This is an optimization exercise on Yosys and OpenROAD, whose aim is small area, a short achievable clock period and few clock cycles, not a production implementation.
Function was checked by simulation only, so behaviour that the tests miss may differ from the original.
Power and IR drop assume default switching activity.

==> flow/design.v <==
package rpvd_pkg;
    localparam int COLUMN_BITS    = 12;
    localparam int ROW_BITS       = 12;
    localparam int VALUE_BITS     = 32;
    localparam int THRESHOLD_BITS = 31;
    localparam int BOUND_BITS     = 32;
    localparam int CFG_INDEX_BITS = 3;
    localparam int CFG_DATA_BITS  = 32;
    typedef enum logic [CFG_INDEX_BITS-1:0] {
        REG_THRESHOLD          = 3'd0,
        REG_PEAK_GATE_ENABLE   = 3'd1,
        REG_PEAK_FLOOR         = 3'd2,
        REG_VALLEY_GATE_ENABLE = 3'd3,
        REG_VALLEY_CEILING     = 3'd4
    } cfg_reg_t;
    typedef struct packed {
        logic [THRESHOLD_BITS-1:0] threshold;
        logic                      peak_gate_enable;
        logic [BOUND_BITS-1:0]     peak_floor;
        logic                      valley_gate_enable;
        logic [BOUND_BITS-1:0]     valley_ceiling;
    } cfg_t;
    typedef struct packed {
        logic                   is_valley;
        logic [COLUMN_BITS-1:0] column;
        logic [ROW_BITS-1:0]    row;
        logic [VALUE_BITS-1:0]  value;
    } result_t;
endpackage
module rpvd_cfg (
    input  logic                                clk,
    input  logic                                rst_n,
    input  logic                                cfg_valid,
    output logic                                cfg_ready,
    input  logic [rpvd_pkg::CFG_INDEX_BITS-1:0] cfg_index,
    input  logic [rpvd_pkg::CFG_DATA_BITS-1:0]  cfg_data,
    output rpvd_pkg::cfg_t                      cfg
);
    rpvd_pkg::cfg_t cfg_reg;
    logic [rpvd_pkg::CFG_DATA_BITS-1:0] data;
    logic           write;
    assign cfg_ready = 1'b1;
    assign cfg       = cfg_reg;
    assign data      = rst_n ? cfg_data : '0;
    assign write     = !rst_n || cfg_valid;
    always_ff @(posedge clk)
    begin
        if (write && (!rst_n || cfg_index == rpvd_pkg::REG_THRESHOLD))
            cfg_reg.threshold <= data[rpvd_pkg::THRESHOLD_BITS-1:0];
        if (write && (!rst_n || cfg_index == rpvd_pkg::REG_PEAK_GATE_ENABLE))
            cfg_reg.peak_gate_enable <= data[0];
        if (write && (!rst_n || cfg_index == rpvd_pkg::REG_PEAK_FLOOR))
            cfg_reg.peak_floor <= data[rpvd_pkg::BOUND_BITS-1:0];
        if (write && (!rst_n || cfg_index == rpvd_pkg::REG_VALLEY_GATE_ENABLE))
            cfg_reg.valley_gate_enable <= data[0];
        if (write && (!rst_n || cfg_index == rpvd_pkg::REG_VALLEY_CEILING))
            cfg_reg.valley_ceiling <= data[rpvd_pkg::BOUND_BITS-1:0];
    end
endmodule
module rpvd_core (
    input  logic                             clk,
    input  logic                             rst_n,
    input  logic                             sample_valid,
    output logic                             sample_ready,
    input  logic [31:0]                      sample,
    input  logic                             row_start,
    input  logic                             frame_start,
    input  rpvd_pkg::cfg_t                   cfg,
    output logic                             result_valid,
    input  logic                             result_ready,
    output logic                             is_valley,
    output logic [rpvd_pkg::COLUMN_BITS-1:0] column,
    output logic [rpvd_pkg::ROW_BITS-1:0]    row,
    output logic [rpvd_pkg::VALUE_BITS-1:0]  value
);
    logic               in_valid_reg, skid_valid_reg, ready_reg;
    logic signed [31:0] in_s, skid_s;
    logic               in_rs, in_fs, skid_rs, skid_fs;
    logic signed [31:0] a_value_reg, b_value_reg;
    logic [11:0]        a_column_reg, b_column_reg;
    logic [11:0]        column_reg, row_reg;
    logic               seek_reg;
    logic               result_valid_reg;
    logic               is_valley_reg;
    logic               stall, consume, in_load, accept;
    logic               line_start;
    logic [11:0]        column_next, row_next;
    logic               beyond_a;
    logic               hit, gate_ok, event_valid;
    assign stall        = result_valid_reg && !result_ready;
    assign consume      = in_valid_reg && !stall;
    assign in_load      = !in_valid_reg || !stall;
    assign sample_ready = ready_reg;
    assign accept       = sample_valid && !skid_valid_reg;
    always_ff @(posedge clk or negedge rst_n)
    begin
        if (!rst_n)
        begin
            in_valid_reg   <= 1'b0;
            skid_valid_reg <= 1'b0;
            ready_reg      <= 1'b1;
        end
        else if (in_load)
        begin
            in_valid_reg   <= skid_valid_reg || accept;
            skid_valid_reg <= 1'b0;
            ready_reg      <= 1'b1;
        end
        else if (accept)
        begin
            skid_valid_reg <= 1'b1;
            ready_reg      <= 1'b0;
        end
    end
    always_ff @(posedge clk)
    begin
        if (in_load)
        begin
            if (skid_valid_reg)
            begin
                in_s  <= skid_s;
                in_rs <= skid_rs;
                in_fs <= skid_fs;
            end
            else
            begin
                in_s  <= sample;
                in_rs <= row_start;
                in_fs <= frame_start;
            end
        end
        if (!skid_valid_reg)
        begin
            skid_s  <= sample;
            skid_rs <= row_start;
            skid_fs <= frame_start;
        end
    end
    assign line_start = in_rs || in_fs;
    always_comb
    begin
        if (line_start)
            column_next = '0;
        else if (column_reg != 12'hFFF)
            column_next = column_reg + 1'b1;
        else
            column_next = column_reg;
        if (in_fs)
            row_next = '0;
        else if (in_rs && row_reg != 12'hFFF)
            row_next = row_reg + 1'b1;
        else
            row_next = row_reg;
    end
    function automatic logic carry_out(input logic [63:0] g_in, input logic [63:0] p_in);
        logic [63:0] g, p;
        g = g_in;
        p = p_in;
        for (int w = 1; w < 64; w = w * 2)
        begin
            for (int i = 0; i + w < 64; i = i + 2 * w)
            begin
                g[i] = g[i + w] | (p[i + w] & g[i]);
                p[i] = p[i + w] & p[i];
            end
        end
        carry_out = g[0];
    endfunction
    function automatic logic [1:0] order(input logic [31:0] x, input logic [31:0] y);
        logic [31:0] lt, gt;
        lt = ~x & y;
        gt = x & ~y;
        lt[31] = x[31] & ~y[31];
        gt[31] = ~x[31] & y[31];
        for (int w = 1; w < 32; w = w * 2)
        begin
            for (int i = 0; i + w < 32; i = i + 2 * w)
            begin
                lt[i] = lt[i + w] | (~gt[i + w] & lt[i]);
                gt[i] = gt[i + w] | (~lt[i + w] & gt[i]);
            end
        end
        order = {lt[0], gt[0]};
    endfunction
    function automatic logic less(input logic [31:0] x, input logic [31:0] y);
        logic [31:0] xu, yu;
        logic [63:0] g, p;
        xu = x ^ 32'h8000_0000;
        yu = y ^ 32'h8000_0000;
        g  = {32'h0000_0000, ~xu & yu};
        p  = {32'hFFFF_FFFF, ~xu | yu};
        less = carry_out(g, p);
    endfunction
    function automatic logic [1:0] hysteresis(input logic [31:0] x, input logic [30:0] t,
                                              input logic [31:0] y);
        logic [33:0] xe, te, ye, sum, cx, cy;
        logic [63:0] g, p, h, q;
        xe  = {{2{x[31]}}, x};
        te  = {3'b000, t};
        ye  = {{2{y[31]}}, y};
        sum = xe ^ te ^ ~ye;
        cx  = {(xe[32:0] & te[32:0]) | (xe[32:0] & ~ye[32:0]) | (te[32:0] & ~ye[32:0]), 1'b1};
        cy  = {(ye[32:0] & te[32:0]) | (ye[32:0] & ~xe[32:0]) | (te[32:0] & ~xe[32:0]), 1'b1};
        g   = {31'h0, sum[32:0] & cx[32:0]};
        p   = {31'h7FFF_FFFF, sum[32:0] | cx[32:0]};
        h   = {31'h0, sum[32:0] & cy[32:0]};
        q   = {31'h7FFF_FFFF, sum[32:0] | cy[32:0]};
        hysteresis = {sum[33] ^ cx[33] ^ carry_out(g, p), sum[33] ^ cy[33] ^ carry_out(h, q)};
    endfunction
    logic [1:0]  order_a;
    logic        peak_cond, valley_cond;
    logic [31:0] k_lo, k_hi;
    assign order_a     = order(in_s, a_value_reg);
    assign beyond_a    = seek_reg ? order_a[0] : order_a[1];
    assign {peak_cond, valley_cond} = hysteresis(in_s, cfg.threshold, a_value_reg);
    assign hit         = !line_start && (seek_reg ? peak_cond : valley_cond);
    assign k_lo = seek_reg ? cfg.peak_floor : a_value_reg;
    assign k_hi = seek_reg ? a_value_reg : cfg.valley_ceiling;
    assign gate_ok  = (a_column_reg != '0)
                      && ((seek_reg ? !cfg.peak_gate_enable : !cfg.valley_gate_enable)
                          || less(k_lo, k_hi));
    assign event_valid = consume && hit && gate_ok;
    always_ff @(posedge clk or negedge rst_n)
    begin
        if (!rst_n)
        begin
            a_value_reg  <= '0;
            a_column_reg <= '0;
            column_reg   <= '0;
            row_reg      <= '0;
            seek_reg     <= 1'b1;
        end
        else if (consume)
        begin
            column_reg <= column_next;
            row_reg    <= row_next;
            if (in_fs)
                seek_reg <= 1'b1;
            else if (hit)
                seek_reg <= !seek_reg;
            if (line_start || beyond_a || hit)
            begin
                a_value_reg  <= in_s;
                a_column_reg <= column_next;
            end
        end
    end
    always_ff @(posedge clk)
    begin
        if (consume && hit)
        begin
            b_value_reg  <= a_value_reg;
            b_column_reg <= a_column_reg;
        end
    end
    always_ff @(posedge clk or negedge rst_n)
    begin
        if (!rst_n)
        begin
            result_valid_reg <= 1'b0;
            is_valley_reg    <= 1'b0;
        end
        else if (!stall)
        begin
            result_valid_reg <= event_valid;
            if (event_valid)
                is_valley_reg <= !seek_reg;
        end
    end
    assign result_valid = result_valid_reg;
    assign is_valley    = is_valley_reg;
    assign column       = b_column_reg;
    assign row          = row_reg;
    assign value        = b_value_reg;
endmodule
module row_peak_valley_detector #(
    parameter int MAX_COLUMNS = 4096,
    parameter int MAX_ROWS    = 4096,
    parameter int SAMPLE_BITS = 32
) (
    input  logic                                clk,
    input  logic                                rst_n,
    input  logic                                cfg_valid,
    output logic                                cfg_ready,
    input  logic [rpvd_pkg::CFG_INDEX_BITS-1:0] cfg_index,
    input  logic [rpvd_pkg::CFG_DATA_BITS-1:0]  cfg_data,
    input  logic                                sample_valid,
    output logic                                sample_ready,
    input  logic [SAMPLE_BITS-1:0]              sample,
    input  logic                                row_start,
    input  logic                                frame_start,
    output logic                                result_valid,
    input  logic                                result_ready,
    output logic                                is_valley,
    output logic [rpvd_pkg::COLUMN_BITS-1:0]    column,
    output logic [rpvd_pkg::ROW_BITS-1:0]       row,
    output logic [rpvd_pkg::VALUE_BITS-1:0]     value
);
    rpvd_pkg::cfg_t cfg;
    rpvd_cfg u_cfg (
        .clk       (clk),
        .rst_n     (rst_n),
        .cfg_valid (cfg_valid),
        .cfg_ready (cfg_ready),
        .cfg_index (cfg_index),
        .cfg_data  (cfg_data),
        .cfg       (cfg)
    );
    rpvd_core u_core (
        .clk          (clk),
        .rst_n        (rst_n),
        .sample_valid (sample_valid),
        .sample_ready (sample_ready),
        .sample       (sample),
        .row_start    (row_start),
        .frame_start  (frame_start),
        .cfg          (cfg),
        .result_valid (result_valid),
        .result_ready (result_ready),
        .is_valley    (is_valley),
        .column       (column),
        .row          (row),
        .value        (value)
    );
endmodule
==> flow/flow/run.sh <==
#!/bin/bash
# The standard layout (standard.sh), with these changes:
# - timing repair aims for a setup slack of 6.8 ns (a 10 ns clock, so about 3.2 ns);
# - the port buffers are plain sky130_fd_sc_hd__buf_1 cells;
# - the clock tree clusters up to 24 flip-flops per leaf buffer;
# - synthesis and repair also leave out slow complex cells (4-input and/or gates,
#   majority, and-or-invert cells with many inputs), which ORFS cannot restructure;
# - also: CORE_UTILIZATION=50;
# The full output of the ORFS make run goes to flow.log.
bash standard.sh SETUP_SLACK_MARGIN=6.8 "BUFFER_PORTS_ARGS=-buffer_cell sky130_fd_sc_hd__buf_1" CTS_CLUSTER_SIZE=24 CTS_CLUSTER_DIAMETER=80 "DONT_USE_CELLS=sky130_fd_sc_hd__lpflow_bleeder_1 sky130_fd_sc_hd__lpflow_clkbufkapwr_1 sky130_fd_sc_hd__lpflow_clkbufkapwr_16 sky130_fd_sc_hd__lpflow_clkbufkapwr_2 sky130_fd_sc_hd__lpflow_clkbufkapwr_4 sky130_fd_sc_hd__lpflow_clkbufkapwr_8 sky130_fd_sc_hd__lpflow_clkinvkapwr_1 sky130_fd_sc_hd__lpflow_clkinvkapwr_16 sky130_fd_sc_hd__lpflow_clkinvkapwr_2 sky130_fd_sc_hd__lpflow_clkinvkapwr_4 sky130_fd_sc_hd__lpflow_clkinvkapwr_8 sky130_fd_sc_hd__lpflow_decapkapwr_12 sky130_fd_sc_hd__lpflow_decapkapwr_3 sky130_fd_sc_hd__lpflow_decapkapwr_4 sky130_fd_sc_hd__lpflow_decapkapwr_6 sky130_fd_sc_hd__lpflow_decapkapwr_8 sky130_fd_sc_hd__lpflow_inputiso0n_1 sky130_fd_sc_hd__lpflow_inputiso0p_1 sky130_fd_sc_hd__lpflow_inputiso1n_1 sky130_fd_sc_hd__lpflow_inputiso1p_1 sky130_fd_sc_hd__lpflow_inputisolatch_1 sky130_fd_sc_hd__lpflow_isobufsrc_1 sky130_fd_sc_hd__lpflow_isobufsrc_16 sky130_fd_sc_hd__lpflow_isobufsrc_2 sky130_fd_sc_hd__lpflow_isobufsrc_4 sky130_fd_sc_hd__lpflow_isobufsrc_8 sky130_fd_sc_hd__lpflow_isobufsrckapwr_16 sky130_fd_sc_hd__lpflow_lsbuf_lh_hl_isowell_tap_1 sky130_fd_sc_hd__lpflow_lsbuf_lh_hl_isowell_tap_2 sky130_fd_sc_hd__lpflow_lsbuf_lh_hl_isowell_tap_4 sky130_fd_sc_hd__lpflow_lsbuf_lh_isowell_4 sky130_fd_sc_hd__lpflow_lsbuf_lh_isowell_tap_1 sky130_fd_sc_hd__lpflow_lsbuf_lh_isowell_tap_2 sky130_fd_sc_hd__lpflow_lsbuf_lh_isowell_tap_4 sky130_fd_sc_hd__probe_p_8 sky130_fd_sc_hd__probec_p_8 sky130_fd_sc_hd__or4_1 sky130_fd_sc_hd__or4_2 sky130_fd_sc_hd__or4_4 sky130_fd_sc_hd__or4b_1 sky130_fd_sc_hd__or4b_2 sky130_fd_sc_hd__or4b_4 sky130_fd_sc_hd__or4bb_1 sky130_fd_sc_hd__or4bb_2 sky130_fd_sc_hd__or4bb_4 sky130_fd_sc_hd__and4_1 sky130_fd_sc_hd__and4_2 sky130_fd_sc_hd__and4_4 sky130_fd_sc_hd__and4b_1 sky130_fd_sc_hd__and4b_2 sky130_fd_sc_hd__and4b_4 sky130_fd_sc_hd__and4bb_1 sky130_fd_sc_hd__and4bb_2 sky130_fd_sc_hd__and4bb_4 sky130_fd_sc_hd__nor4_1 sky130_fd_sc_hd__nor4_2 sky130_fd_sc_hd__nor4_4 sky130_fd_sc_hd__nor4b_1 sky130_fd_sc_hd__nor4b_2 sky130_fd_sc_hd__nor4b_4 sky130_fd_sc_hd__nor4bb_1 sky130_fd_sc_hd__nor4bb_2 sky130_fd_sc_hd__nor4bb_4 sky130_fd_sc_hd__a2111o_1 sky130_fd_sc_hd__a2111o_2 sky130_fd_sc_hd__a2111o_4 sky130_fd_sc_hd__a2111oi_0 sky130_fd_sc_hd__a2111oi_1 sky130_fd_sc_hd__a2111oi_2 sky130_fd_sc_hd__a2111oi_4 sky130_fd_sc_hd__o2111a_1 sky130_fd_sc_hd__o2111a_2 sky130_fd_sc_hd__o2111a_4 sky130_fd_sc_hd__o2111ai_1 sky130_fd_sc_hd__o2111ai_2 sky130_fd_sc_hd__o2111ai_4 sky130_fd_sc_hd__a311o_1 sky130_fd_sc_hd__a311o_2 sky130_fd_sc_hd__a311o_4 sky130_fd_sc_hd__a311oi_1 sky130_fd_sc_hd__a311oi_2 sky130_fd_sc_hd__a311oi_4 sky130_fd_sc_hd__o311a_1 sky130_fd_sc_hd__o311a_2 sky130_fd_sc_hd__o311a_4 sky130_fd_sc_hd__o311ai_0 sky130_fd_sc_hd__o311ai_1 sky130_fd_sc_hd__o311ai_2 sky130_fd_sc_hd__o311ai_4 sky130_fd_sc_hd__a41o_1 sky130_fd_sc_hd__a41o_2 sky130_fd_sc_hd__a41o_4 sky130_fd_sc_hd__a41oi_1 sky130_fd_sc_hd__a41oi_2 sky130_fd_sc_hd__a41oi_4 sky130_fd_sc_hd__o41a_1 sky130_fd_sc_hd__o41a_2 sky130_fd_sc_hd__o41a_4 sky130_fd_sc_hd__o41ai_1 sky130_fd_sc_hd__o41ai_2 sky130_fd_sc_hd__o41ai_4 sky130_fd_sc_hd__maj3_1 sky130_fd_sc_hd__maj3_2 sky130_fd_sc_hd__maj3_4 sky130_fd_sc_hd__mux4_1 sky130_fd_sc_hd__mux4_2 sky130_fd_sc_hd__mux4_4 sky130_fd_sc_hd__xor3_1 sky130_fd_sc_hd__xor3_2 sky130_fd_sc_hd__xor3_4 sky130_fd_sc_hd__xnor3_1 sky130_fd_sc_hd__xnor3_2 sky130_fd_sc_hd__xnor3_4 sky130_fd_sc_hd__a2bb2o_1 sky130_fd_sc_hd__a2bb2o_2 sky130_fd_sc_hd__a2bb2o_4 sky130_fd_sc_hd__o2bb2a_1 sky130_fd_sc_hd__o2bb2a_2 sky130_fd_sc_hd__o2bb2a_4 sky130_fd_sc_hd__a32o_1 sky130_fd_sc_hd__a32o_2 sky130_fd_sc_hd__a32o_4 sky130_fd_sc_hd__a32oi_1 sky130_fd_sc_hd__a32oi_2 sky130_fd_sc_hd__a32oi_4 sky130_fd_sc_hd__o32a_1 sky130_fd_sc_hd__o32a_2 sky130_fd_sc_hd__o32a_4 sky130_fd_sc_hd__o32ai_1 sky130_fd_sc_hd__o32ai_2 sky130_fd_sc_hd__o32ai_4 sky130_fd_sc_hd__a222oi_1" CORE_UTILIZATION=50 finish > flow.log 2>&1
==> flow/standard.sh <==
#!/bin/bash
# synth_recipe.tcl (not shown) runs the flow's synth.tcl, then flattens the netlist and writes it again
# the make line also repeats each setting of config.mk as NAME=value (left out here)
make -C /OpenROAD-flow-scripts/flow DESIGN_CONFIG=/design/flow/config.mk WORK_HOME=/design/flow/orfs CLKGATE_MAP_FILE= SYNTH_SCRIPT=/design/flow/synth_recipe.tcl "${@:-finish}"
==> flow/config.mk <==
export PLATFORM = sky130hd
export DESIGN_NAME = row_peak_valley_detector
export DESIGN_NICKNAME = row_peak_valley_detector
export VERILOG_FILES = /design/flow/design.v
export SDC_FILE = /design/flow/constraint.sdc
export NUM_CORES = 4
export LEC_CHECK = 0
export CAP_MARGIN = 20
export CORE_MARGIN = 2
export CORE_UTILIZATION = 40
export PLACE_DENSITY = 0.6
export SETUP_SLACK_MARGIN = 0.5
export SLEW_MARGIN = 20
==> flow/constraint.sdc <==
create_clock -name core_clock -period 10.0 [get_ports {clk}]
set_input_delay 2.0000 -clock core_clock [delete_from_list [all_inputs] [get_ports {clk}]]
set_output_delay 2.0000 -clock core_clock [all_outputs]
set_load 0.01 [all_outputs]
==> impl_metrics.py, run 1 <==
metrics = {
    "layout": {
        "diodes": 0,
        "final_cell_mix": "edfxtp_1, buf_1, nor2_1, nand2_1, inv_1",
        "nets": 1502,
        "final_common_cell": "edfxtp_1",
        "area_growth_pct": 18.70,
        "largest_reg_flops": 97,
        "fillCellCount": 2260,
        "fin_area_mm2": 0.01665,
        "drive_gt1_share_pct": 18.88,
    },
    "routing": {
        "drc": 0,
        "via_per_inst": 5.721,
        "wl_per_cell_um": 20.34,
        "routed_wl_um": 35600,
        "ant_nets": 0,
        "vias": 10010,
        "drt_iter0_markers": 865,
        "dr.pass1.iters": 5,
    },
    "clock_tree": {
        "clkTransAtPathRegs_ns": 0.10,
        "cts_sinks": 283,
        "ctsRootBufferMaster": "clkbuf_16",
        "insertion_delay_ns": 0.53,
        "ctsHtreeMaxLevel": 1,
        "cts_tree": "built",
        "clk_path_buf_depth": 3,
        "numCtsBuffers": 16,
    },
    "sta": {
        "rsz0062_at_grt": "true",
        "fmax_ghz": 0.2840,
        "hold_viol": 0,
        "skew_ns": 0.04758,
        "timing.final.max_slew_violations": 0,
        "fin_crit_ns": 3.521,
        "worst_slack_ns": 6.479,
        "fin_crit_sh_pct": 35.21,
        "whs_ns": 0.4785,
        "maxSlewHeadroom_pct": 36.89,
        "setup_viol": 0,
        "tns_ns": 0,
        "worst-slew-pin-transition_ns": 0.9466,
    },
    "placed_design": {
        "dp_hpwl_um": 23920,
        "gp_congestion": 0.8551,
        "dp_slack_ns": 5.260,
        "io_buffer_count": 132,
        "place_area_mm2": 0.01506,
    },
    "floorplanning": {
        "die_area_mm2": 0.02941,
        "fp.dieW_um": 171.5,
        "die_height_um": 171.5,
        "ios": 134,
        "core_area_mm2": 0.02771,
        "start_util_pct": 50.63,
        "std_cell_rows": 61,
    },
    "power": {
        "leakagePower_nw": 6.427,
        "max-vdd-ir-drop_mv": 0.1475,
        "power.density_mw_per_mm2": 198.0,
        "power_mw": 3.297,
    },
    "logic_synthesis": {
        "ys_warn_count": 2,
        "ys.flop_type": "edfxtp_1",
        "synth_compound_area_share_pct": 13.83,
        "synthMuxAreaShare_pct": 6.182,
        "yosys.area_share.simple_pct": 10.93,
        "synth_xor_area_share_pct": 1.186,
        "syn_inst": 1151,
        "seq_area_frac_synth_pct": 55.54,
        "async_reset_ff_share_pct": 26.15,
        "synth_top_family_by_area": "compound AO/OA/AOI/OAI gates",
        "yosysTopAreaCell": "edfxtp_1",
        "synth_top_area_share_pct": 37.47,
        "syn_avg_cell_area_um2": 12.19,
        "synthesis.nets": 1291,
        "syn_area_mm2": 0.01403,
        "yosysUniqueCellTypes": 63,
        "synth_fa_ha_area_share_pct": 9.206,
        "synth_edf_count": 175,
        "ys_ff_latch": 283,
        "synth_area_leaders": "edfxtp_1, dfrtp_1, fa_1",
    },
    "run_status": {
        "status": "no timing/DRC/antenna violations",
    },
    "run": {
        "drv_cap": 0,
    },
    "global_route": {
        "antenna_found_initial": 0,
        "grt_start_max_net_pins": 43,
        "grt_pass1_wl_um": 54720,
        "grt_overflow": 0,
        "grtUsageTotal_pct": 24.40,
        "grt_pass1_vias": 9856,
    },
    "hold_path": {
        "min_path_cells": 1,
        "hold_path_class": "reg2reg",
    },
    "setup_path": {
        "cp_max_fo": 6,
        "required_ns": 10.41,
        "reg2reg_slack_ns": 6.48,
        "critPathLaunchType": "register",
        "crit_type": "reg2reg",
        "cp_data_arrival_time_ns": 3.93,
        "worstSetupEndpointType": "register",
        "r2r.worst_path.cells": 14,
    },
}
==> synthesized netlist by cell type (6+ instances only) <==
| cell | number |
|---|---|
| a211o_1 | 6 |
| a211oi_1 | 10 |
| a21oi_1 | 46 |
| a221o_1 | 6 |
| a221oi_1 | 14 |
| a22o_1 | 9 |
| a22oi_1 | 14 |
| a31oi_1 | 24 |
| and2_1 | 35 |
| and3_1 | 10 |
| clkbuf_1 | 11 |
| dfrtp_1 | 72 |
| dfxtp_1 | 34 |
| edfxtp_1 | 175 |
| fa_1 | 62 |
| inv_1 | 73 |
| inv_2 | 8 |
| mux2_2 | 41 |
| mux2i_1 | 33 |
| nand2_1 | 69 |
| nand2b_1 | 26 |
| nand3_1 | 20 |
| nand4_1 | 12 |
| nor2_1 | 92 |
| nor2b_1 | 14 |
| nor3_1 | 23 |
| o211ai_1 | 11 |
| o21ai_0 | 43 |
| o21ai_1 | 6 |
| o21bai_1 | 7 |
| o221ai_1 | 14 |
| o22ai_1 | 28 |
| o2bb2ai_1 | 6 |
| o31ai_1 | 14 |
| xnor2_1 | 7 |
| xor2_1 | 12 |
==> stage by stage <==
stage / util (%) / instances
after global placement: 54.34 / 1650
after detailed placement: 54.34 / 1650
final: 60.09 / 1750
after floorplan: - / 1151
after CTS: 58.99 / 1733
after global routing: 60.09 / 1750
==> kinds of logic (layout without fill, tap and decap cells) <==
family          Yosys count  after routing
other cells               1              1
fa+ha+maj                66             66
compound gates          283            283
flops                   283            283
simple gates            314            314
xor+xnor                 19             19
mux                      79             79
buf+inv                 106            327
==> per-layer routing <==
metal / up-vias / global-route usage, % / share of wire [%]
li1: 4637 / - / -
met1: 5009 / 35.15 / 46
met2: 319 / 39.25 / 47
met3: 47 / 3.958 / 5.7
met4: 0 / 5.232 / 2.0
met5: - / 0 / 0
==> area by class of cell <==
cell class / instances / area (um2) / area share [%]
timing repair buffer: 214 / 1391 / 8.357
inverter: 85 / 346.6 / 2.082
multi-input combinational: 762 / 6131 / 36.83
clock buffer: 25 / 455.4 / 2.736
tap: 378 / 473.0 / 2.841
clock inverter: 3 / 31.28 / 0.1879
sequential: 283 / 7820 / 46.97
==> worst paths after layout <==
| path | startpoint | end |
|---|---|---|
| worst max register to register | u_core.in_s[14] | u_core.a_column_reg[7] |
| worst min register to register | u_core.skid_s[21] | u_core.skid_s[21] |
| max in group asynchronous | rst_n | u_core.a_value_reg[24] |
| worst max-delay path | u_core.in_s[14] | u_core.a_column_reg[7] |
| min in group asynchronous | rst_n | u_core.a_value_reg[7] |
| worst min-delay path | u_core.skid_s[21] | u_core.skid_s[21] |
==> report_power, final <==
part           leakage (nW)  internal, mW  switching, mW
Clock                 0.237         0.325          0.388
Combinational          3.27         0.483          0.627
Sequential             2.92          1.37          0.102
==> what timing repair did <==
action	CTS	global route
hold buffers	0	0
setup buffers	49	17
cloned	6	0
resized for setup	89	44
pin swaps	26	18
endpoints found under the hold margin	0	0
endpoints found under the setup margin	194	164
==> worst max-delay path, stage by stage (launching register included) <==
cell,delay (ns)
edfxtp_1,0.48
fa_2,0.54
buf_4,0.16
nand2_1,0.08
o21bai_1,0.09
a221oi_2,0.34
o21ai_1,0.14
a221oi_2,0.27
o21ai_2,0.11
and3b_1,0.21
and3_4,0.16
nor3_4,0.22
buf_4,0.18
buf_16,0.14
mux2_4,0.29
Testbench counts, summed over its fixed seeds: cycles 64,112.
==> inputs of run 2 (changes only) <==
==> flow/flow/run.sh (replaced) <==
#!/bin/bash
# The standard layout (standard.sh), with these changes:
# - timing repair aims for a setup slack of 6.8 ns (a 10 ns clock, so about 3.2 ns);
# - the port buffers are plain sky130_fd_sc_hd__buf_1 cells;
# - the clock tree clusters up to 24 flip-flops per leaf buffer;
# - synthesis and repair also leave out slow complex cells (4-input and/or gates,
#   majority, and-or-invert cells with many inputs), which ORFS cannot restructure;
# - also: PLACE_DENSITY=0.7;
# The full output of the ORFS make run goes to flow.log.
bash standard.sh SETUP_SLACK_MARGIN=6.8 "BUFFER_PORTS_ARGS=-buffer_cell sky130_fd_sc_hd__buf_1" CTS_CLUSTER_SIZE=24 CTS_CLUSTER_DIAMETER=80 "DONT_USE_CELLS=sky130_fd_sc_hd__lpflow_bleeder_1 sky130_fd_sc_hd__lpflow_clkbufkapwr_1 sky130_fd_sc_hd__lpflow_clkbufkapwr_16 sky130_fd_sc_hd__lpflow_clkbufkapwr_2 sky130_fd_sc_hd__lpflow_clkbufkapwr_4 sky130_fd_sc_hd__lpflow_clkbufkapwr_8 sky130_fd_sc_hd__lpflow_clkinvkapwr_1 sky130_fd_sc_hd__lpflow_clkinvkapwr_16 sky130_fd_sc_hd__lpflow_clkinvkapwr_2 sky130_fd_sc_hd__lpflow_clkinvkapwr_4 sky130_fd_sc_hd__lpflow_clkinvkapwr_8 sky130_fd_sc_hd__lpflow_decapkapwr_12 sky130_fd_sc_hd__lpflow_decapkapwr_3 sky130_fd_sc_hd__lpflow_decapkapwr_4 sky130_fd_sc_hd__lpflow_decapkapwr_6 sky130_fd_sc_hd__lpflow_decapkapwr_8 sky130_fd_sc_hd__lpflow_inputiso0n_1 sky130_fd_sc_hd__lpflow_inputiso0p_1 sky130_fd_sc_hd__lpflow_inputiso1n_1 sky130_fd_sc_hd__lpflow_inputiso1p_1 sky130_fd_sc_hd__lpflow_inputisolatch_1 sky130_fd_sc_hd__lpflow_isobufsrc_1 sky130_fd_sc_hd__lpflow_isobufsrc_16 sky130_fd_sc_hd__lpflow_isobufsrc_2 sky130_fd_sc_hd__lpflow_isobufsrc_4 sky130_fd_sc_hd__lpflow_isobufsrc_8 sky130_fd_sc_hd__lpflow_isobufsrckapwr_16 sky130_fd_sc_hd__lpflow_lsbuf_lh_hl_isowell_tap_1 sky130_fd_sc_hd__lpflow_lsbuf_lh_hl_isowell_tap_2 sky130_fd_sc_hd__lpflow_lsbuf_lh_hl_isowell_tap_4 sky130_fd_sc_hd__lpflow_lsbuf_lh_isowell_4 sky130_fd_sc_hd__lpflow_lsbuf_lh_isowell_tap_1 sky130_fd_sc_hd__lpflow_lsbuf_lh_isowell_tap_2 sky130_fd_sc_hd__lpflow_lsbuf_lh_isowell_tap_4 sky130_fd_sc_hd__probe_p_8 sky130_fd_sc_hd__probec_p_8 sky130_fd_sc_hd__or4_1 sky130_fd_sc_hd__or4_2 sky130_fd_sc_hd__or4_4 sky130_fd_sc_hd__or4b_1 sky130_fd_sc_hd__or4b_2 sky130_fd_sc_hd__or4b_4 sky130_fd_sc_hd__or4bb_1 sky130_fd_sc_hd__or4bb_2 sky130_fd_sc_hd__or4bb_4 sky130_fd_sc_hd__and4_1 sky130_fd_sc_hd__and4_2 sky130_fd_sc_hd__and4_4 sky130_fd_sc_hd__and4b_1 sky130_fd_sc_hd__and4b_2 sky130_fd_sc_hd__and4b_4 sky130_fd_sc_hd__and4bb_1 sky130_fd_sc_hd__and4bb_2 sky130_fd_sc_hd__and4bb_4 sky130_fd_sc_hd__nor4_1 sky130_fd_sc_hd__nor4_2 sky130_fd_sc_hd__nor4_4 sky130_fd_sc_hd__nor4b_1 sky130_fd_sc_hd__nor4b_2 sky130_fd_sc_hd__nor4b_4 sky130_fd_sc_hd__nor4bb_1 sky130_fd_sc_hd__nor4bb_2 sky130_fd_sc_hd__nor4bb_4 sky130_fd_sc_hd__a2111o_1 sky130_fd_sc_hd__a2111o_2 sky130_fd_sc_hd__a2111o_4 sky130_fd_sc_hd__a2111oi_0 sky130_fd_sc_hd__a2111oi_1 sky130_fd_sc_hd__a2111oi_2 sky130_fd_sc_hd__a2111oi_4 sky130_fd_sc_hd__o2111a_1 sky130_fd_sc_hd__o2111a_2 sky130_fd_sc_hd__o2111a_4 sky130_fd_sc_hd__o2111ai_1 sky130_fd_sc_hd__o2111ai_2 sky130_fd_sc_hd__o2111ai_4 sky130_fd_sc_hd__a311o_1 sky130_fd_sc_hd__a311o_2 sky130_fd_sc_hd__a311o_4 sky130_fd_sc_hd__a311oi_1 sky130_fd_sc_hd__a311oi_2 sky130_fd_sc_hd__a311oi_4 sky130_fd_sc_hd__o311a_1 sky130_fd_sc_hd__o311a_2 sky130_fd_sc_hd__o311a_4 sky130_fd_sc_hd__o311ai_0 sky130_fd_sc_hd__o311ai_1 sky130_fd_sc_hd__o311ai_2 sky130_fd_sc_hd__o311ai_4 sky130_fd_sc_hd__a41o_1 sky130_fd_sc_hd__a41o_2 sky130_fd_sc_hd__a41o_4 sky130_fd_sc_hd__a41oi_1 sky130_fd_sc_hd__a41oi_2 sky130_fd_sc_hd__a41oi_4 sky130_fd_sc_hd__o41a_1 sky130_fd_sc_hd__o41a_2 sky130_fd_sc_hd__o41a_4 sky130_fd_sc_hd__o41ai_1 sky130_fd_sc_hd__o41ai_2 sky130_fd_sc_hd__o41ai_4 sky130_fd_sc_hd__maj3_1 sky130_fd_sc_hd__maj3_2 sky130_fd_sc_hd__maj3_4 sky130_fd_sc_hd__mux4_1 sky130_fd_sc_hd__mux4_2 sky130_fd_sc_hd__mux4_4 sky130_fd_sc_hd__xor3_1 sky130_fd_sc_hd__xor3_2 sky130_fd_sc_hd__xor3_4 sky130_fd_sc_hd__xnor3_1 sky130_fd_sc_hd__xnor3_2 sky130_fd_sc_hd__xnor3_4 sky130_fd_sc_hd__a2bb2o_1 sky130_fd_sc_hd__a2bb2o_2 sky130_fd_sc_hd__a2bb2o_4 sky130_fd_sc_hd__o2bb2a_1 sky130_fd_sc_hd__o2bb2a_2 sky130_fd_sc_hd__o2bb2a_4 sky130_fd_sc_hd__a32o_1 sky130_fd_sc_hd__a32o_2 sky130_fd_sc_hd__a32o_4 sky130_fd_sc_hd__a32oi_1 sky130_fd_sc_hd__a32oi_2 sky130_fd_sc_hd__a32oi_4 sky130_fd_sc_hd__o32a_1 sky130_fd_sc_hd__o32a_2 sky130_fd_sc_hd__o32a_4 sky130_fd_sc_hd__o32ai_1 sky130_fd_sc_hd__o32ai_2 sky130_fd_sc_hd__o32ai_4 sky130_fd_sc_hd__a222oi_1" PLACE_DENSITY=0.7 finish > flow.log 2>&1
==> run 2 against run 1 <==
Net effect: die area is 24% higher; still clean on timing, DRC and antenna; clock skew shrank 0.026 ns; hold slack worse by 0.0079 ns; first-iteration DRC count rose by 3.2%; final area is 1.1% higher; fmax down 0.80%; combinational power is 5% lower.
==> impl_metrics.py, run 2 <==
metrics = {
    "clock_tree": {
        "cts.hold.buffers_added": 0,
        "cts_tree": "built",
        "ctsHtreeMaxLevel": 1,
        "numCtsBuffers": 19,
        "cts_sinks": 283,
        "insertion_delay_ns": 0.52,
        "clk_path_buf_depth": 3,
        "ctsRootBufferMaster": "clkbuf_16",
        "clkTransAtPathRegs_ns": 0.10,
    },
    "global_route": {
        "antenna_found_initial": 0,
        "grtUsageMet2_pct": 31.17,
        "grt_pass1_wl_um": 53190,
        "top_usage_layer": "met2",
        "grt_start_max_net_pins": 54,
        "grt_util_met3_pct": 2.882,
        "grt_pass1_vias": 9451,
        "grt_overflow": 0,
        "grt.met1_usage_pct": 25.99,
        "grtUsageTotal_pct": 18.90,
    },
    "layout": {
        "largest_reg_flops": 97,
        "final_cell_mix": "edfxtp_1, buf_1, nor2_1, nand2_1, inv_1",
        "area_growth_pct": 20.03,
        "drive_gt1_share_pct": 19.99,
        "fin_area_mm2": 0.01683,
        "diodes": 0,
        "nets": 1504,
        "final_common_cell": "edfxtp_1",
        "layout.cells.non_filler": 1831,
    },
    "power": {
        "max-vdd-ir-drop_mv": 0.1385,
        "leakagePower_nw": 6.433,
        "power.density_mw_per_mm2": 200.2,
    },
    "hold_path": {
        "hold_path_class": "reg2reg",
        "holdCritStartpoint": "u_core.a_column_reg[11]",
        "min_path_cells": 0,
        "worstHoldEndpoint": "u_core.b_column_reg[11]",
    },
    "setup_path": {
        "cp_cell_sequence": "inv_4 > fa_2 > o22a_1 > nand4_1 > o221ai_1 > a31o_1 > o211ai_1 > nand4_1 > and3b_2 > and3_4 > nor3_4 > buf_6 > buf_12 > mux2_2",
        "crit_type": "reg2reg",
        "required_ns": 10.42,
        "worstSetupEndpointType": "register",
        "path_common_cell": "nand4_1",
        "cp_max_fo": 10,
        "cp_data_arrival_time_ns": 3.97,
        "slowest_delay_ns": 0.49,
        "reg2reg_from": "u_core.a_value_reg[13]",
        "cpMaxStageDelayCell": "fa_2",
        "r2r-end": "u_core.a_column_reg[3]",
        "r2r.worst_path.cells": 14,
        "reg2reg_slack_ns": 6.45,
        "path_buf_inv": 3,
        "critPathLaunchType": "register",
        "cp_top_family": "simple AND/OR/NAND/NOR gates",
    },
    "sta": {
        "skew_ns": 0.02194,
        "timing.final.max_slew_violations": 0,
        "fin_crit_sh_pct": 35.50,
        "hold_viol": 0,
        "setup_viol": 0,
        "whs_ns": 0.4706,
        "rsz0062_at_grt": "true",
        "fin_crit_ns": 3.550,
        "tns_ns": 0,
        "fmax_ghz": 0.2817,
        "maxSlewHeadroom_pct": 36.18,
        "worst-slew-pin-transition_ns": 0.9573,
    },
    "routing": {
        "vias": 10010,
        "routed_wl_um": 36000,
        "drc": 0,
        "dr.pass1.iters": 5,
        "wl_per_cell_um": 19.66,
        "via_per_inst": 5.468,
        "drt_iter0_markers": 893,
        "ant_nets": 0,
    },
    "placed_design": {
        "dp_hpwl_um": 24950,
        "gp_congestion": 0.8897,
        "place_area_mm2": 0.01519,
        "io_buffer_count": 132,
        "place_inst": 1727,
    },
    "logic_synthesis": {
        "ys_ff_latch": 283,
        "synth_top_area_share_pct": 37.47,
        "ys_warn_count": 2,
        "syn_area_mm2": 0.01403,
        "synth_most_common_cell": "edfxtp_1",
        "synth_common_cells": "edfxtp_1, nor2_1, inv_1",
        "synth_area_leaders": "edfxtp_1, dfrtp_1, fa_1",
        "yosysTopAreaCell": "edfxtp_1",
        "syn_avg_cell_area_um2": 12.19,
        "syn_inst": 1151,
        "synthesis.nets": 1291,
        "synth_edf_count": 175,
        "async_reset_ff_share_pct": 26.15,
        "yosysUniqueCellTypes": 63,
        "seq_area_frac_synth_pct": 55.54,
        "ys.flop_type": "edfxtp_1",
    },
    "floorplanning": {
        "die_height_um": 191.3,
        "start_util_pct": 40.60,
        "ios": 134,
        "die_area_mm2": 0.03658,
        "fp.dieW_um": 191.3,
        "core_area_mm2": 0.03454,
        "std_cell_rows": 68,
    },
    "run": {
        "drv_cap": 0,
    },
    "run_status": {
        "status": "no timing/DRC/antenna violations",
    },
}
==> run 2: cell type report <==
class,instances,area (um2)
timing repair buffer,213,1403
fill,3101,17710
multi-input combinational,762,6063
clock buffer,24,494.2
tap,455,569.3
sequential,283,7829
clock inverter,9,113.9
inverter,85,362.8
==> run 2: how the worst max path moves through the flow <==
stage / startpoint / endpoint / cells past startpoint / slack [ns]
final: u_core.a_value_reg[13] / u_core.a_column_reg[3] / 14 / 6.45
after global placement: result_ready / u_core.b_value_reg[27] / 6 / 5.79
after CTS: u_core.in_s[0] / u_core.a_column_reg[3] / 14 / 6.47
after detailed placement: result_ready / u_core.b_value_reg[27] / 6 / 5.78
after global routing: u_core.in_s[3] / u_core.a_column_reg[3] / 14 / 6.34
after floorplan: result_ready / u_core.is_valley_reg / 7 / 5.97
==> run 2: per-layer routing <==
layer,up-vias,routed length (um)
met5,-,0
met1,4962,15760
met4,0,859
li1,4653,-
met3,72,2157
met2,324,17230
==> run 2: per-stage QoR <==
| step | power (mW) | util [%] | setup slack (ns) |
|---|---|---|---|
| CTS | 3.257 | 46.96 | 6.473 |
| global placement | 2.353 | 43.82 | 5.787 |
| detailed placement | 2.373 | 43.98 | 5.777 |
| global route | 3.532 | 48.74 | 6.341 |
| floorplan | 2.117 | - | 5.969 |
| finish | 3.370 | 48.74 | 6.450 |
==> run 2: cell families after synthesis <==
family                     Yosys count  share of synthesized area, %
buffers and inverters              106                         3.104
muxes                               79                         6.182
adders and majority gates           66                         9.206
DFF                                283                         55.54
xor gates and xnor gates            19                         1.186
and+or+nand+nor                    314                         10.93
AOI/OAI and AO/OA                  283                         13.83
other                                1                       0.02674
==> run 2: repair_timing <==
action / 4_1_cts / 5_1_grt
gates cloned: 3 / 3
endpoints found under the setup margin: 126 / 132
hold endpoints to repair: 0 / 0
pin swaps: 12 / 22
resized for setup: 69 / 61
buffers inserted: 22 / 43
==> run 2: power by group <==
part	switching, mW	internal [mW]	leakage (nW)	total (mW)
Clock	0.434	0.378	0.296	0.811
Sequential	0.131	1.37	2.91	1.51
Combinational	0.591	0.462	3.22	1.05
==> inputs of run 3 (changes only) <==
==> flow/flow/run.sh (replaced) <==
#!/bin/bash
# The standard layout (standard.sh), with these changes:
# - timing repair aims for a setup slack of 6.9 ns (a 10 ns clock, so about 3.1 ns);
# - the port buffers are plain sky130_fd_sc_hd__buf_1 cells;
# - the clock tree clusters up to 24 flip-flops per leaf buffer.
# Synthesis and repair also leave out slow complex cells (4-input and/or gates,
# majority, and-or-invert cells with many inputs), which ORFS cannot restructure.
# The full output of the ORFS make run goes to flow.log.
bash standard.sh SETUP_SLACK_MARGIN=6.9 "BUFFER_PORTS_ARGS=-buffer_cell sky130_fd_sc_hd__buf_1" CTS_CLUSTER_SIZE=24 CTS_CLUSTER_DIAMETER=80 "DONT_USE_CELLS=sky130_fd_sc_hd__lpflow_bleeder_1 sky130_fd_sc_hd__lpflow_clkbufkapwr_1 sky130_fd_sc_hd__lpflow_clkbufkapwr_16 sky130_fd_sc_hd__lpflow_clkbufkapwr_2 sky130_fd_sc_hd__lpflow_clkbufkapwr_4 sky130_fd_sc_hd__lpflow_clkbufkapwr_8 sky130_fd_sc_hd__lpflow_clkinvkapwr_1 sky130_fd_sc_hd__lpflow_clkinvkapwr_16 sky130_fd_sc_hd__lpflow_clkinvkapwr_2 sky130_fd_sc_hd__lpflow_clkinvkapwr_4 sky130_fd_sc_hd__lpflow_clkinvkapwr_8 sky130_fd_sc_hd__lpflow_decapkapwr_12 sky130_fd_sc_hd__lpflow_decapkapwr_3 sky130_fd_sc_hd__lpflow_decapkapwr_4 sky130_fd_sc_hd__lpflow_decapkapwr_6 sky130_fd_sc_hd__lpflow_decapkapwr_8 sky130_fd_sc_hd__lpflow_inputiso0n_1 sky130_fd_sc_hd__lpflow_inputiso0p_1 sky130_fd_sc_hd__lpflow_inputiso1n_1 sky130_fd_sc_hd__lpflow_inputiso1p_1 sky130_fd_sc_hd__lpflow_inputisolatch_1 sky130_fd_sc_hd__lpflow_isobufsrc_1 sky130_fd_sc_hd__lpflow_isobufsrc_16 sky130_fd_sc_hd__lpflow_isobufsrc_2 sky130_fd_sc_hd__lpflow_isobufsrc_4 sky130_fd_sc_hd__lpflow_isobufsrc_8 sky130_fd_sc_hd__lpflow_isobufsrckapwr_16 sky130_fd_sc_hd__lpflow_lsbuf_lh_hl_isowell_tap_1 sky130_fd_sc_hd__lpflow_lsbuf_lh_hl_isowell_tap_2 sky130_fd_sc_hd__lpflow_lsbuf_lh_hl_isowell_tap_4 sky130_fd_sc_hd__lpflow_lsbuf_lh_isowell_4 sky130_fd_sc_hd__lpflow_lsbuf_lh_isowell_tap_1 sky130_fd_sc_hd__lpflow_lsbuf_lh_isowell_tap_2 sky130_fd_sc_hd__lpflow_lsbuf_lh_isowell_tap_4 sky130_fd_sc_hd__probe_p_8 sky130_fd_sc_hd__probec_p_8 sky130_fd_sc_hd__or4_1 sky130_fd_sc_hd__or4_2 sky130_fd_sc_hd__or4_4 sky130_fd_sc_hd__or4b_1 sky130_fd_sc_hd__or4b_2 sky130_fd_sc_hd__or4b_4 sky130_fd_sc_hd__or4bb_1 sky130_fd_sc_hd__or4bb_2 sky130_fd_sc_hd__or4bb_4 sky130_fd_sc_hd__and4_1 sky130_fd_sc_hd__and4_2 sky130_fd_sc_hd__and4_4 sky130_fd_sc_hd__and4b_1 sky130_fd_sc_hd__and4b_2 sky130_fd_sc_hd__and4b_4 sky130_fd_sc_hd__and4bb_1 sky130_fd_sc_hd__and4bb_2 sky130_fd_sc_hd__and4bb_4 sky130_fd_sc_hd__nor4_1 sky130_fd_sc_hd__nor4_2 sky130_fd_sc_hd__nor4_4 sky130_fd_sc_hd__nor4b_1 sky130_fd_sc_hd__nor4b_2 sky130_fd_sc_hd__nor4b_4 sky130_fd_sc_hd__nor4bb_1 sky130_fd_sc_hd__nor4bb_2 sky130_fd_sc_hd__nor4bb_4 sky130_fd_sc_hd__a2111o_1 sky130_fd_sc_hd__a2111o_2 sky130_fd_sc_hd__a2111o_4 sky130_fd_sc_hd__a2111oi_0 sky130_fd_sc_hd__a2111oi_1 sky130_fd_sc_hd__a2111oi_2 sky130_fd_sc_hd__a2111oi_4 sky130_fd_sc_hd__o2111a_1 sky130_fd_sc_hd__o2111a_2 sky130_fd_sc_hd__o2111a_4 sky130_fd_sc_hd__o2111ai_1 sky130_fd_sc_hd__o2111ai_2 sky130_fd_sc_hd__o2111ai_4 sky130_fd_sc_hd__a311o_1 sky130_fd_sc_hd__a311o_2 sky130_fd_sc_hd__a311o_4 sky130_fd_sc_hd__a311oi_1 sky130_fd_sc_hd__a311oi_2 sky130_fd_sc_hd__a311oi_4 sky130_fd_sc_hd__o311a_1 sky130_fd_sc_hd__o311a_2 sky130_fd_sc_hd__o311a_4 sky130_fd_sc_hd__o311ai_0 sky130_fd_sc_hd__o311ai_1 sky130_fd_sc_hd__o311ai_2 sky130_fd_sc_hd__o311ai_4 sky130_fd_sc_hd__a41o_1 sky130_fd_sc_hd__a41o_2 sky130_fd_sc_hd__a41o_4 sky130_fd_sc_hd__a41oi_1 sky130_fd_sc_hd__a41oi_2 sky130_fd_sc_hd__a41oi_4 sky130_fd_sc_hd__o41a_1 sky130_fd_sc_hd__o41a_2 sky130_fd_sc_hd__o41a_4 sky130_fd_sc_hd__o41ai_1 sky130_fd_sc_hd__o41ai_2 sky130_fd_sc_hd__o41ai_4 sky130_fd_sc_hd__maj3_1 sky130_fd_sc_hd__maj3_2 sky130_fd_sc_hd__maj3_4 sky130_fd_sc_hd__mux4_1 sky130_fd_sc_hd__mux4_2 sky130_fd_sc_hd__mux4_4 sky130_fd_sc_hd__xor3_1 sky130_fd_sc_hd__xor3_2 sky130_fd_sc_hd__xor3_4 sky130_fd_sc_hd__xnor3_1 sky130_fd_sc_hd__xnor3_2 sky130_fd_sc_hd__xnor3_4 sky130_fd_sc_hd__a2bb2o_1 sky130_fd_sc_hd__a2bb2o_2 sky130_fd_sc_hd__a2bb2o_4 sky130_fd_sc_hd__o2bb2a_1 sky130_fd_sc_hd__o2bb2a_2 sky130_fd_sc_hd__o2bb2a_4 sky130_fd_sc_hd__a32o_1 sky130_fd_sc_hd__a32o_2 sky130_fd_sc_hd__a32o_4 sky130_fd_sc_hd__a32oi_1 sky130_fd_sc_hd__a32oi_2 sky130_fd_sc_hd__a32oi_4 sky130_fd_sc_hd__o32a_1 sky130_fd_sc_hd__o32a_2 sky130_fd_sc_hd__o32a_4 sky130_fd_sc_hd__o32ai_1 sky130_fd_sc_hd__o32ai_2 sky130_fd_sc_hd__o32ai_4 sky130_fd_sc_hd__a222oi_1" finish > flow.log 2>&1
==> run 3 against run 2 <==
Net effect: final area increased by 2.6%; synthesized cell count unchanged; sequential share of layout area decreased by 1.2 points; clock-buffer cell count increased by 1; non-clock buffer count increased by 26; register-to-register slack got worse by 0.05 ns; worst setup slack got worse by 0.051 ns; via count decreased by 0.27%; critical endpoint is now u_core.a_column_reg[0].
==> impl_metrics.py, run 3 <==
metrics = {
    "clock_tree": {
        "insertion_delay_ns": 0.54,
        "cts_tree": "built",
        "ctsRootBufferMaster": "clkbuf_16",
        "clk_path_buf_depth": 3,
        "cts.hold.buffers_added": 0,
        "ctsHtreeMaxLevel": 1,
        "cts_sinks": 283,
        "clkTransAtPathRegs_ns": 0.09,
        "numCtsBuffers": 19,
    },
    "placed_design": {
        "place_area_mm2": 0.01520,
        "dp_hpwl_um": 24570,
        "gp_congestion": 0.8510,
        "dp_slack_ns": 5.856,
        "io_buffer_count": 132,
        "place_inst": 1727,
    },
    "logic_synthesis": {
        "ys_warn_count": 2,
        "synth_top_area_share_pct": 37.47,
        "synth_fa_ha_area_share_pct": 9.206,
        "synth_compound_area_share_pct": 13.83,
        "yosys.area_share.simple_pct": 10.93,
        "synth_common_cells": "edfxtp_1, nor2_1, inv_1",
        "seq_area_frac_synth_pct": 55.54,
        "synth_top_family_by_area": "compound AO/OA/AOI/OAI gates",
        "syn_inst": 1151,
        "synth_edf_count": 175,
        "syn_area_mm2": 0.01403,
        "syn_avg_cell_area_um2": 12.19,
        "synthMuxAreaShare_pct": 6.182,
        "ys_ff_latch": 283,
        "synth_most_common_cell": "edfxtp_1",
        "ys.flop_type": "edfxtp_1",
        "synthesis.nets": 1291,
        "yosysTopAreaCell": "edfxtp_1",
        "synth_xor_area_share_pct": 1.186,
        "synth_area_leaders": "edfxtp_1, dfrtp_1, fa_1",
        "yosysUniqueCellTypes": 63,
        "async_reset_ff_share_pct": 26.15,
    },
    "routing": {
        "drc": 0,
        "dr_wl_met2_um": 17920,
        "wl_met1_um": 16010,
        "dr.pass1.iters": 5,
        "via_per_inst": 5.374,
        "routed_wl_um": 36740,
        "drt_iter0_markers": 751,
        "vias": 9984,
        "top_layer": "met4",
        "wl_per_cell_um": 19.78,
        "ant_nets": 0,
        "routed-wl-met3_um": 2071,
    },
    "floorplanning": {
        "std_cell_rows": 68,
        "die_height_um": 191.3,
        "ios": 134,
        "core_area_mm2": 0.03454,
        "fp.dieW_um": 191.3,
        "die_area_mm2": 0.03658,
        "start_util_pct": 40.60,
    },
    "layout": {
        "diodes": 0,
        "nets": 1530,
        "final_common_cell": "edfxtp_1",
        "area_growth_pct": 23.13,
        "utilization_pct": 50.00,
        "drive_gt1_share_pct": 23.16,
        "fin_area_mm2": 0.01727,
        "fillCellCount": 3109,
        "layout.cells.non_filler": 1858,
        "largest_reg_flops": 97,
        "final_cell_mix": "edfxtp_1, buf_1, nor2_1, buf_4, nand2_1",
    },
    "run_status": {
        "status": "no timing/DRC/antenna violations",
    },
    "power": {
        "p_comb_share_pct": 33.0,
        "power_frac_seq_pct": 42.6,
        "p_sw_share_pct": 34.19,
        "pwr-share-clk_pct": 24.4,
        "switchingPower_mw": 1.187,
        "internal-power_mw": 2.285,
        "power.density_mw_per_mm2": 201.1,
        "leakagePower_nw": 6.716,
        "max-vdd-ir-drop_mv": 0.1127,
        "power_mw": 3.472,
    },
    "setup_path": {
        "path_buf_inv": 2,
        "worstSetupEndpointType": "register",
        "required_ns": 10.42,
        "path_common_cell": "nand4_1",
        "cp_cell_sequence": "fa_2 > o22a_1 > nand4_1 > o221ai_1 > a31o_1 > o211ai_1 > nand4_1 > and3b_2 > and3_4 > nor3_4 > buf_6 > clkbuf_16 > mux2_4",
        "critPathLaunchType": "register",
        "crit_type": "reg2reg",
        "cp_top_family": "simple AND/OR/NAND/NOR gates",
        "crit_start": "u_core.in_s[13]",
        "cpMaxStageDelayCell": "fa_2",
        "cp_data_arrival_time_ns": 4.02,
        "slowest_delay_ns": 0.54,
        "cp_max_fo": 5,
        "reg2reg_from": "u_core.in_s[13]",
    },
    "sta": {
        "timing.final.max_slew_violations": 0,
        "worst-slew-pin-transition_ns": 0.9846,
        "rsz0062_at_grt": "true",
        "whs_ns": 0.4637,
        "tns_ns": 0,
        "maxSlewHeadroom_pct": 34.36,
        "setup_viol": 0,
        "worst_slack_ns": 6.399,
        "skew_ns": 0.03161,
        "hold_viol": 0,
        "fmax_ghz": 0.2777,
        "fin_crit_ns": 3.601,
        "fin_crit_sh_pct": 36.01,
    },
    "global_route": {
        "grt_overflow": 0,
        "antenna_found_initial": 0,
        "grtUsageTotal_pct": 19.69,
        "grt_start_max_net_pins": 54,
        "grt_pass1_wl_um": 55590,
        "grt_pass1_vias": 9886,
    },
    "hold_path": {
        "hold_path_class": "reg2reg",
        "holdCritStartpoint": "u_core.a_column_reg[8]",
    },
    "run": {
        "drv_cap": 0,
    },
}
## run 3: worst register-to-register path, delay by kind of cell (launching register included)
kind / cells / cell delay, ns
AO/OA/AOI/OAI: 4 / 0.86
adder cells (fa/ha/maj): 1 / 0.55
flip-flops: 1 / 0.49
AND/OR/NAND/NOR: 5 / 0.99
buffers and inverters: 2 / 0.32
multiplexers: 1 / 0.29
## run 3: cell type report
class | instances | area [um2] | share of cell area [%]
inverter | 85 | 364.1 | 2.108
tap | 455 | 569.3 | 3.296
clock inverter | 9 | 117.6 | 0.6810
sequential | 283 | 7823 | 45.29
multi-input combinational | 762 | 6166 | 35.70
timing repair buffer | 239 | 1702 | 9.853
clock buffer | 25 | 529.3 | 3.065
## run 3: repair_timing
action / CTS / global route
gates cloned: 7 / 4
gates resized for setup: 75 / 88
endpoints found under the setup margin: 233 / 179
pin swaps: 16 / 21
buffers inserted: 52 / 34
## run 3: kinds of logic after synthesis
family                     count (synthesis)
buffers and inverters                    106
other                                      1
adders and majority gates                 66
xor gates and xnor gates                  19
muxes                                     79
AOI/OAI and AO/OA                        283
DFF                                      283
and+or+nand+nor                          314
## run 3: worst paths after layout
path / end / slack (ns) / cells past startpoint
min: u_core.b_column_reg[8] / 0.46 / 0
max in group asynchronous: u_core.a_value_reg[25] / 7.73 / 2
min in group asynchronous: u_core.a_column_reg[9] / 1.39 / 1
max: u_core.a_column_reg[0] / 6.40 / 13
max reg2reg: u_core.a_column_reg[0] / 6.40 / 13
min reg2reg: u_core.b_column_reg[8] / 0.46 / 0
## run 3: per-layer routing
metal	global-route usage [%]	vias up
met4	4.172	0
met1	26.69	4972
met5	0	-
li1	-	4702
met2	33.56	259
met3	2.919	51
## run 3: power groups by stage
stage / Sequential (mW) / Clock [mW] / Combinational [mW]
floorplan: 1.48 / 0 / 0.637
global placement: 1.51 / 0 / 0.857
detailed placement: 1.51 / 0 / 0.870
CTS: 1.48 / 0.874 / 1.01
global route: 1.49 / 0.911 / 1.26
finish: 1.48 / 0.846 / 1.15
==> inputs of run 4 (changes only) <==
==> flow/flow/run.sh (replaced) <==
#!/bin/bash
# The standard layout (standard.sh), with these changes:
# - timing repair aims for a setup slack of 6.8 ns (a 10 ns clock, so about 3.2 ns);
# - the port buffers are plain sky130_fd_sc_hd__buf_1 cells;
# - the clock tree clusters up to 24 flip-flops per leaf buffer;
# - synthesis and repair also leave out slow complex cells (4-input and/or gates,
#   majority, and-or-invert cells with many inputs), which ORFS cannot restructure;
# - also: CELL_PAD_IN_SITES_GLOBAL_PLACEMENT=0 CELL_PAD_IN_SITES_DETAIL_PLACEMENT=0;
# The full output of the ORFS make run goes to flow.log.
bash standard.sh SETUP_SLACK_MARGIN=6.8 "BUFFER_PORTS_ARGS=-buffer_cell sky130_fd_sc_hd__buf_1" CTS_CLUSTER_SIZE=24 CTS_CLUSTER_DIAMETER=80 "DONT_USE_CELLS=sky130_fd_sc_hd__lpflow_bleeder_1 sky130_fd_sc_hd__lpflow_clkbufkapwr_1 sky130_fd_sc_hd__lpflow_clkbufkapwr_16 sky130_fd_sc_hd__lpflow_clkbufkapwr_2 sky130_fd_sc_hd__lpflow_clkbufkapwr_4 sky130_fd_sc_hd__lpflow_clkbufkapwr_8 sky130_fd_sc_hd__lpflow_clkinvkapwr_1 sky130_fd_sc_hd__lpflow_clkinvkapwr_16 sky130_fd_sc_hd__lpflow_clkinvkapwr_2 sky130_fd_sc_hd__lpflow_clkinvkapwr_4 sky130_fd_sc_hd__lpflow_clkinvkapwr_8 sky130_fd_sc_hd__lpflow_decapkapwr_12 sky130_fd_sc_hd__lpflow_decapkapwr_3 sky130_fd_sc_hd__lpflow_decapkapwr_4 sky130_fd_sc_hd__lpflow_decapkapwr_6 sky130_fd_sc_hd__lpflow_decapkapwr_8 sky130_fd_sc_hd__lpflow_inputiso0n_1 sky130_fd_sc_hd__lpflow_inputiso0p_1 sky130_fd_sc_hd__lpflow_inputiso1n_1 sky130_fd_sc_hd__lpflow_inputiso1p_1 sky130_fd_sc_hd__lpflow_inputisolatch_1 sky130_fd_sc_hd__lpflow_isobufsrc_1 sky130_fd_sc_hd__lpflow_isobufsrc_16 sky130_fd_sc_hd__lpflow_isobufsrc_2 sky130_fd_sc_hd__lpflow_isobufsrc_4 sky130_fd_sc_hd__lpflow_isobufsrc_8 sky130_fd_sc_hd__lpflow_isobufsrckapwr_16 sky130_fd_sc_hd__lpflow_lsbuf_lh_hl_isowell_tap_1 sky130_fd_sc_hd__lpflow_lsbuf_lh_hl_isowell_tap_2 sky130_fd_sc_hd__lpflow_lsbuf_lh_hl_isowell_tap_4 sky130_fd_sc_hd__lpflow_lsbuf_lh_isowell_4 sky130_fd_sc_hd__lpflow_lsbuf_lh_isowell_tap_1 sky130_fd_sc_hd__lpflow_lsbuf_lh_isowell_tap_2 sky130_fd_sc_hd__lpflow_lsbuf_lh_isowell_tap_4 sky130_fd_sc_hd__probe_p_8 sky130_fd_sc_hd__probec_p_8 sky130_fd_sc_hd__or4_1 sky130_fd_sc_hd__or4_2 sky130_fd_sc_hd__or4_4 sky130_fd_sc_hd__or4b_1 sky130_fd_sc_hd__or4b_2 sky130_fd_sc_hd__or4b_4 sky130_fd_sc_hd__or4bb_1 sky130_fd_sc_hd__or4bb_2 sky130_fd_sc_hd__or4bb_4 sky130_fd_sc_hd__and4_1 sky130_fd_sc_hd__and4_2 sky130_fd_sc_hd__and4_4 sky130_fd_sc_hd__and4b_1 sky130_fd_sc_hd__and4b_2 sky130_fd_sc_hd__and4b_4 sky130_fd_sc_hd__and4bb_1 sky130_fd_sc_hd__and4bb_2 sky130_fd_sc_hd__and4bb_4 sky130_fd_sc_hd__nor4_1 sky130_fd_sc_hd__nor4_2 sky130_fd_sc_hd__nor4_4 sky130_fd_sc_hd__nor4b_1 sky130_fd_sc_hd__nor4b_2 sky130_fd_sc_hd__nor4b_4 sky130_fd_sc_hd__nor4bb_1 sky130_fd_sc_hd__nor4bb_2 sky130_fd_sc_hd__nor4bb_4 sky130_fd_sc_hd__a2111o_1 sky130_fd_sc_hd__a2111o_2 sky130_fd_sc_hd__a2111o_4 sky130_fd_sc_hd__a2111oi_0 sky130_fd_sc_hd__a2111oi_1 sky130_fd_sc_hd__a2111oi_2 sky130_fd_sc_hd__a2111oi_4 sky130_fd_sc_hd__o2111a_1 sky130_fd_sc_hd__o2111a_2 sky130_fd_sc_hd__o2111a_4 sky130_fd_sc_hd__o2111ai_1 sky130_fd_sc_hd__o2111ai_2 sky130_fd_sc_hd__o2111ai_4 sky130_fd_sc_hd__a311o_1 sky130_fd_sc_hd__a311o_2 sky130_fd_sc_hd__a311o_4 sky130_fd_sc_hd__a311oi_1 sky130_fd_sc_hd__a311oi_2 sky130_fd_sc_hd__a311oi_4 sky130_fd_sc_hd__o311a_1 sky130_fd_sc_hd__o311a_2 sky130_fd_sc_hd__o311a_4 sky130_fd_sc_hd__o311ai_0 sky130_fd_sc_hd__o311ai_1 sky130_fd_sc_hd__o311ai_2 sky130_fd_sc_hd__o311ai_4 sky130_fd_sc_hd__a41o_1 sky130_fd_sc_hd__a41o_2 sky130_fd_sc_hd__a41o_4 sky130_fd_sc_hd__a41oi_1 sky130_fd_sc_hd__a41oi_2 sky130_fd_sc_hd__a41oi_4 sky130_fd_sc_hd__o41a_1 sky130_fd_sc_hd__o41a_2 sky130_fd_sc_hd__o41a_4 sky130_fd_sc_hd__o41ai_1 sky130_fd_sc_hd__o41ai_2 sky130_fd_sc_hd__o41ai_4 sky130_fd_sc_hd__maj3_1 sky130_fd_sc_hd__maj3_2 sky130_fd_sc_hd__maj3_4 sky130_fd_sc_hd__mux4_1 sky130_fd_sc_hd__mux4_2 sky130_fd_sc_hd__mux4_4 sky130_fd_sc_hd__xor3_1 sky130_fd_sc_hd__xor3_2 sky130_fd_sc_hd__xor3_4 sky130_fd_sc_hd__xnor3_1 sky130_fd_sc_hd__xnor3_2 sky130_fd_sc_hd__xnor3_4 sky130_fd_sc_hd__a2bb2o_1 sky130_fd_sc_hd__a2bb2o_2 sky130_fd_sc_hd__a2bb2o_4 sky130_fd_sc_hd__o2bb2a_1 sky130_fd_sc_hd__o2bb2a_2 sky130_fd_sc_hd__o2bb2a_4 sky130_fd_sc_hd__a32o_1 sky130_fd_sc_hd__a32o_2 sky130_fd_sc_hd__a32o_4 sky130_fd_sc_hd__a32oi_1 sky130_fd_sc_hd__a32oi_2 sky130_fd_sc_hd__a32oi_4 sky130_fd_sc_hd__o32a_1 sky130_fd_sc_hd__o32a_2 sky130_fd_sc_hd__o32a_4 sky130_fd_sc_hd__o32ai_1 sky130_fd_sc_hd__o32ai_2 sky130_fd_sc_hd__o32ai_4 sky130_fd_sc_hd__a222oi_1" CELL_PAD_IN_SITES_GLOBAL_PLACEMENT=0 CELL_PAD_IN_SITES_DETAIL_PLACEMENT=0 finish > flow.log 2>&1
==> run 4 against run 3 <==
Net effect: sequential share of layout area rose by 1.5 points; register-to-register slack improved by 0.24 ns; wire length decreased by 3.5%.
==> impl_metrics.py, run 4 <==
metrics = {
    "logic_synthesis": {
        "synthMuxAreaShare_pct": 6.182,
        "ys.flop_type": "edfxtp_1",
        "seq_area_frac_synth_pct": 55.54,
        "synth_compound_area_share_pct": 13.83,
        "synth_top_family_by_area": "compound AO/OA/AOI/OAI gates",
        "async_reset_ff_share_pct": 26.15,
        "synth_common_cells": "edfxtp_1, nor2_1, inv_1",
        "synth_xor_area_share_pct": 1.186,
        "yosysUniqueCellTypes": 63,
        "synth_fa_ha_area_share_pct": 9.206,
        "syn_avg_cell_area_um2": 12.19,
        "synthesis.nets": 1291,
    },
    "clock_tree": {
        "cts_tree": "built",
        "clk_path_buf_depth": 3,
        "clkTransAtPathRegs_ns": 0.10,
        "insertion_delay_ns": 0.54,
    },
    "setup_path": {
        "reg2reg_from": "u_core.a_value_reg[13]",
        "crit_start": "u_core.a_value_reg[13]",
        "r2r.worst_path.cells": 15,
        "r2r-end": "u_core.a_column_reg[5]",
        "critPathLaunchType": "register",
        "required_ns": 10.41,
        "crit_type": "reg2reg",
    },
    "routing": {
        "dr.pass1.iters": 6,
        "via_per_inst": 5.434,
        "drt_iter0_markers": 720,
        "ant_nets": 0,
    },
    "sta": {
        "maxSlewHeadroom_pct": 36.38,
        "whs_ns": 0.4624,
        "tns_ns": 0,
        "fmax_ghz": 0.2980,
    },
    "power": {
        "power.density_mw_per_mm2": 202.1,
        "leakagePower_nw": 6.393,
    },
    "placed_design": {
        "dp_hpwl_um": 24530,
        "io_buffer_count": 132,
        "gp_congestion": 0.8800,
    },
    "floorplanning": {
        "ios": 134,
        "die_area_mm2": 0.03658,
        "fp.dieW_um": 191.3,
        "die_height_um": 191.3,
    },
    "global_route": {
        "grt_pass1_wl_um": 53580,
        "grt_overflow": 0,
    },
    "layout": {
        "fillCellCount": 3190,
        "nets": 1500,
        "area_growth_pct": 19.05,
        "diodes": 0,
        "drive_gt1_share_pct": 19.46,
    },
    "run_status": {
        "status": "no timing/DRC/antenna violations",
    },
    "run": {
        "drv_cap": 0,
    },
}
run 4: cell count changes in the layout (fill, tap and decap cells not counted), moves of 4 or more:
cell	change
clkbuf_2	-14
buf_1	+17
buf_16	-6
mux2_4	-4
buf_4	-16
nand2_1	+4
buf_6	-7
mux2_2	+4
run 4: logic make-up (layout without fill, tap and decap cells):
family / count (synthesis) / count (layout)
flops: 283 / 283
simple gates: 314 / 314
fa+ha+maj: 66 / 66
mux: 79 / 79
buf+inv: 106 / 327
xor+xnor: 19 / 19
compound gates: 283 / 283
other cells: 1 / 1
run 4: layout make-up:
class | count | area share, %
Inverter | 85 | 2.143
Clock inverter | 10 | 0.6669
Timing Repair Buffer | 209 | 7.523
Tap cell | 455 | 3.409
Multi-Input combinational cell | 762 | 36.37
Clock buffer | 23 | 3.065
Sequential cell | 283 | 46.82
run 4: worst min-delay path by stage:
| stage | start | to | slack [ns] | depth (start not counted) |
|---|---|---|---|---|
| 4_1_cts | u_core.a_column_reg[11] | u_core.b_column_reg[11] | 0.46 | 0 |
| 5_1_grt | u_core.a_column_reg[11] | u_core.b_column_reg[11] | 0.47 | 0 |
| 3_3_place_gp | u_core.a_column_reg[11] | u_core.b_column_reg[11] | 0.43 | 0 |
| 6_report | u_core.a_column_reg[8] | u_core.b_column_reg[8] | 0.46 | 0 |
| 3_5_place_dp | u_core.a_column_reg[11] | u_core.b_column_reg[11] | 0.44 | 0 |
| 2_1_floorplan | u_core.a_column_reg[11] | u_core.b_column_reg[11] | 0.42 | 0 |
run 4: power breakdown:
group / internal, mW / switching, mW
logic: 0.463 / 0.616
clock network: 0.389 / 0.433
registers: 1.37 / 0.103
total: 2.22 / 1.15
run 4: repair_timing:
item                       in CTS  in global routing
setup endpoints to repair      99                106
pin swaps                       9                 27
gates resized for setup        74                 44
buffers inserted               49                 15
cloned                          2                  2
run 4: critical path, delay by kind of cell (launching register included):
kind	cells	cell delay [ns]
mux	1	0.29
compound gates	5	0.83
fa+ha+maj	1	0.63
simple gates	4	0.51
buf+inv	4	0.56
flops	1	0.41
run 4: metal layers:
layer  up-vias  GRT usage, %  routed length, um
met4         0         4.497                668
met3        46         2.405               2104
met5         -             0                  0
met2       289         31.20              16590
li1       4653             -                  -
met1      4940         27.03              16100
run 4: per-stage QoR:
| step | cells | worst slack (ns) | instance area [um2] | total power [mW] |
|---|---|---|---|---|
| finish | 1827 | 6.644 | 16700 | 3.376 |
| global route | 1827 | 6.493 | 16700 | 3.555 |
| CTS | 1810 | 6.631 | 16380 | 3.325 |
| detailed placement | 1726 | 5.456 | 15140 | 2.379 |
| global placement | 1726 | 5.511 | 15140 | 2.371 |
| floorplan | 1151 | 5.969 | 14130 | 2.117 |
